From an optimization exercise on the open Yosys and OpenROAD flow, aimed at small area, a short achievable clock period and few clock cycles; shortcuts taken in it are not production practice. Only simulation tests tie the RTL to the original design; equivalence was not proved. Power is estimated from default activity; no workload was simulated.

garnet:
==> flow/design.v (excerpt) <==
module matmul_top
#(
    parameter  int BLOCK   = 4,
    parameter  int INNER   = 4,
    parameter  int A_ROWS  = 8,      
    parameter  int B_COLS  = 8,      
    localparam int A_DEPTH = (A_ROWS / BLOCK) * INNER,
    localparam int B_DEPTH = (B_COLS / BLOCK) * INNER,
    localparam int A_AW    = (A_DEPTH > 1) ? $clog2(A_DEPTH) : 1,
    localparam int B_AW    = (B_DEPTH > 1) ? $clog2(B_DEPTH) : 1,
    localparam int R_AW    = (A_ROWS * B_COLS > 1) ? $clog2(A_ROWS * B_COLS) : 1
) (
    input  logic              clk,
    input  logic              rst_n,
    input  logic              a_we,
    input  logic [A_AW-1:0]   a_addr,      
    input  logic [BLOCK-1:0][ELEM_W-1:0]  a_data,
    input  logic              b_we,
    input  logic [B_AW-1:0]   b_addr,      
    input  logic [BLOCK-1:0][ELEM_W-1:0]  b_data,
    input  logic              start,
    output logic              busy,
    output logic              done,
    input  logic [R_AW-1:0]   res_addr,
    output logic signed [ELEM_W-1:0]             res_data
);
    logic snap;
    logic [A_DEPTH-1:0][BLOCK-1:0][ELEM_W-1:0] a_snap;
    logic [B_DEPTH-1:0][BLOCK-1:0][ELEM_W-1:0] b_snap;
    tile_sequencer u_seq (
        .clk   (clk),
        .rst_n (rst_n),
        .start (start),
        .busy  (busy),
        .done  (done),
        .snap  (snap)
    );
    matrix_bram #(.DEPTH(A_DEPTH), .BLOCK(BLOCK)) a_mem (
        .clk    (clk),
        .we     (a_we),
        .waddr  (a_addr),
        .wdata  (a_data),
        .snap   (snap),
        .snap_q (a_snap)
    );
    matrix_bram #(.DEPTH(B_DEPTH), .BLOCK(BLOCK)) b_mem (
        .clk    (clk),
        .we     (b_we),
        .waddr  (b_addr),
        .wdata  (b_data),
        .snap   (snap),
        .snap_q (b_snap)
    );
    result_buffer u_res (
        .clk      (clk),
        .a_snap   (a_snap),
        .b_snap   (b_snap),
        .res_addr (res_addr),
        .res_data (res_data)
    );
endmodule
For scale: roughly 5800 cells after synthesis, about 100000 µm² of cells after synthesis.
==> flow/config.mk <==
export PLATFORM = sky130hd
export DESIGN_NAME = matmul_top
export DESIGN_NICKNAME = matmul_top
export VERILOG_FILES = /design/flow/design.v
export SDC_FILE = /design/flow/constraint.sdc
export NUM_CORES = 4
export LEC_CHECK = 0
export CAP_MARGIN = 20
export CORE_MARGIN = 2
export CORE_UTILIZATION = 65
export CTS_CLUSTER_SIZE = 30
export SETUP_SLACK_MARGIN = 3.2
export SLEW_MARGIN = 20
export SYNTH_HIERARCHICAL = 1
==> flow/constraint.sdc <==
create_clock -name core_clock -period 10.0 [get_ports {clk}]
set_input_delay 2.0000 -clock core_clock [delete_from_list [all_inputs] [get_ports {clk}]]
set_output_delay 2.0000 -clock core_clock [all_outputs]
set_load 0.01 [all_outputs]
run.sh (not shown) runs the stock make flow with config.mk's settings and CLKGATE_MAP_FILE= SYNTH_SCRIPT=/design/flow/synth_recipe.tcl, a recipe that flattens the netlist after the stock synthesis.
garnet closes out successfully: all stages finished, all timing, DRC and antenna checks passed.
Testbench counts of garnet, summed over its fixed seeds: cycles 4,296.
Edits applied to the flow inputs when going from garnet to lagoon:
Settings: a change of CORE_UTILIZATION from 65 to 55.
--- outcome ---
As of lagoon, largest voltage drop on the vdd net had fallen by a few percent compared to garnet.
[lagoon vs garnet] layout buffer count excluding clock buffers: higher in lagoon
Post-layout worst setup margin: lagoon > garnet
Part of the power in combinational logic (lagoon over garnet): decrease, 0.2 points
The lower quantity of gates resized following cts came out of lagoon.
Going from garnet to lagoon, die area grows by about 18%.
garnet and lagoon ended up with nearly the same final cycle utilization of the critical path.
As far as fraction of area in non-clock buffers is concerned, garnet and lagoon perform about the same.
Of garnet and lagoon, the run reporting the higher met2 wire length was garnet.
Status: power parity (garnet, lagoon)
Input changes introduced in quartz (baseline for comparison: lagoon):
Settings: CORE_UTILIZATION now 70, was 55; SETUP_SLACK_MARGIN now 3.45, was 3.2.
==> comparison <==
As of quartz, largest net degree at the start of global routing had risen by a little under 10% compared to lagoon. Between quartz and lagoon, it is quartz whose fraction of area in registers is lower, by 0.53 points. quartz — HPWL after detailed placement 0.96% lower, lagoon as reference.
Here is what was changed in the inputs of violet compared with quartz.
Settings: CORE_UTILIZATION: 70 -> 65.
==> notes.md <==
violet finished every stage and its layout cleared the timing, design-rule and antenna checks.
[violet vs quartz] initial core utilization: lower in violet
In the final design statistics, violet uses more standard cells in total than quartz.
Going from quartz to violet, minimum hold slack fell 0.027 ns; met1 routing resource usage after global routing fell 8.8 points.
Compared with quartz, in violet total routing resource utilization after global routing now sits lower, power saw a decrease.


## tundra
Another version of the RTL of matmul_top (not shown whole).
For scale: about 7400 cells after synthesis, about 2200 flip-flops, roughly 110000 sq um of cells after synthesis.
clock: 10.0 ns
lec_check: 0
abc_clock_period_in_ps: 5000
cap_margin: 20
core_margin: 2
core_utilization: 40
setup_slack_margin: 4.5
slew_margin: 20
Testbench counts of tundra, summed over its fixed seeds: cycles 4,296.
Relative to tundra, the following input files were edited for raven:
Settings: putting CTS_CLUSTER_SIZE at 30 where nothing was set; swapping 40 for 55 in CORE_UTILIZATION; clearing ABC_CLOCK_PERIOD_IN_PS, which used to be 5000; swapping 4.5 for 3.6 in SETUP_SLACK_MARGIN.
[summary]
Reported for raven and tundra, post-synthesis sequential area ratio turned out identical to the last digit.
Status: via count parity (tundra, raven)
Core utilization: raven higher than tundra


Starting RTL as in the previous note.
Settings: LEC_CHECK=0, CAP_MARGIN=20, CORE_MARGIN=2, CORE_UTILIZATION=55, CTS_CLUSTER_SIZE=30, SETUP_SLACK_MARGIN=4.5, SLEW_MARGIN=20; clock period 10.0 ns.
Testbench counts at the start, summed over its fixed seeds: cycles 4,296.
Next try:
- CORE_UTILIZATION: 55 -> 60
- SETUP_SLACK_MARGIN: 4.5 -> 3.1
- The new run passed the timing, design-rule and antenna checks
- hold slack is about the same
- clock skew went up by 0.0068 ns
- die area went down by 8.3%
- via count went down by 4.4%
- setup slack gets worse by 0.20 ns
- first-iteration DRC count went down by 5.8%
- register-to-register slack gets worse by 0.33 ns
- core utilization went up by 1.6 points
- count of clock-buffer cells in the layout went down by 15
- routed wire length went down by 6.6%


run A:
Another version of the RTL of matmul_top (not shown whole).
Size: about 5800 cells after synthesis, roughly 2200 flip-flops, roughly 160 I/O pins, ~100000 sq um of cells after synthesis.
clock: 10.0 ns
lec_check: 0
cap_margin: 20
core_margin: 2
core_utilization: 55
cts_cluster_size: 30
setup_slack_margin: 4.2
slew_margin: 20
synth_hierarchical: 1
Testbench counts of run A, summed over its fixed seeds: cycles 4,296.
## Diff of input files: run G against run A
# run A
export LEC_CHECK = 0
export CAP_MARGIN = 20
export CORE_MARGIN = 2
export CORE_UTILIZATION = 55
export CTS_CLUSTER_SIZE = 30
export SETUP_SLACK_MARGIN = 4.2
export SLEW_MARGIN = 20
export SYNTH_HIERARCHICAL = 1
create_clock -name core_clock -period 10.0 [get_ports {clk}]
# run G
export LEC_CHECK = 0
export CAP_MARGIN = 20
export CORE_MARGIN = 2
export CORE_UTILIZATION = 55
export CTS_CLUSTER_SIZE = 30
export SETUP_SLACK_MARGIN = 3.6
export SLEW_MARGIN = 20
export SYNTH_HIERARCHICAL = 1
create_clock -name core_clock -period 10.0 [get_ports {clk}]
## What came out
Run G: done, clean on timing, DRC and antenna
Between run G and run A, the relative area change from synthesis to final layout is higher for run A.
Area of the multi-input gates went down by a few percent going from run A to run G.
In run G, final critical-path required period is lower than in run A.
Per the comparison of run G with run A, total global routing overflow shows no meaningful change, standby leakage power decreased about 3.6%.


Starting RTL as in the previous note.
clock: 10.0 ns
lec_check: 0
cap_margin: 20
core_margin: 2
core_utilization: 65
cts_cluster_size: 30
setup_slack_margin: 3.6
slew_margin: 20
synth_hierarchical: 1
Testbench counts at the start, summed over its fixed seeds: cycles 4,296.
Rerun with:
Settings changed: SETUP_SLACK_MARGIN 3.6 to 3.0.
The changed run finished with timing, DRC and antenna clean.
Clock power increases by 2.8%.
Final cell count drops by 1.6%.
Power is higher by 0.66%.
Setup slack gets worse by 0.16 ns.

## static timing again, ports no longer ideal
No port has a modelled driver above. Below, the same layouts with a new extraction and two added sets of constraints. Step 1 assumes that a clkbuf_16 drives the clock port and a buf_2 every other input. Step 2 times the ports against the registers' clock, not the clock port: input delays grow and output delays shrink by t, the midpoint of the rising clock arrivals with the driver on. Three values: no drivers, after step 1, after step 2; two values: the first two.
run | shift t [ns] | setup WS [ns] | worst setup path at the end | clock arrival spread, ns | slew at the worst register clock pin (ns)
garnet | 0.918 | 3.205 / 3.121 / 2.249 | input to register | 0.072 / 0.072 | 0.07 / 0.07
lagoon | 0.913 | 3.211 / 3.125 / 2.285 | input to register | 0.098 / 0.097 | 0.07 / 0.07
quartz | 0.926 | 3.048 / 2.954 / 2.312 | input to register | 0.105 / 0.104 | 0.10 / 0.10
violet | 0.904 | 3.236 / 3.148 / 2.395 | input to register | 0.091 / 0.091 | 0.07 / 0.07
tundra | 0.947 | 3.196 / 3.103 / 2.163 | input to register | 0.092 / 0.092 | 0.07 / 0.07
raven | 0.929 | 3.288 / 3.097 / 2.168 | input to register | 0.073 / 0.073 | 0.07 / 0.07
the first run of note 3 | 0.927 | 3.281 / 3.053 / 2.126 | input to register | 0.077 / 0.077 | 0.07 / 0.07
the second run of note 3 | 0.959 | 3.077 / 2.836 / 1.877 | input to register | 0.084 / 0.084 | 0.07 / 0.07
run A | 0.941 | 3.122 / 3.029 / 2.374 | input to register | 0.059 / 0.058 | 0.06 / 0.06
run G | 0.931 | 3.126 / 3.038 / 2.435 | input to register | 0.057 / 0.057 | 0.06 / 0.06
the first run of note 5 | 0.911 | 3.190 / 3.102 / 2.419 | input to register | 0.091 / 0.091 | 0.08 / 0.08
the second run of note 5 | 0.901 | 3.028 / 2.949 / 2.116 | input to register | 0.084 / 0.084 | 0.08 / 0.08
After both steps every run listed still meets setup and hold. For the second run of note 3, which loses most, drivers alone change the setup slack by -0.241 ns; drivers and shift together by -1.200 ns.
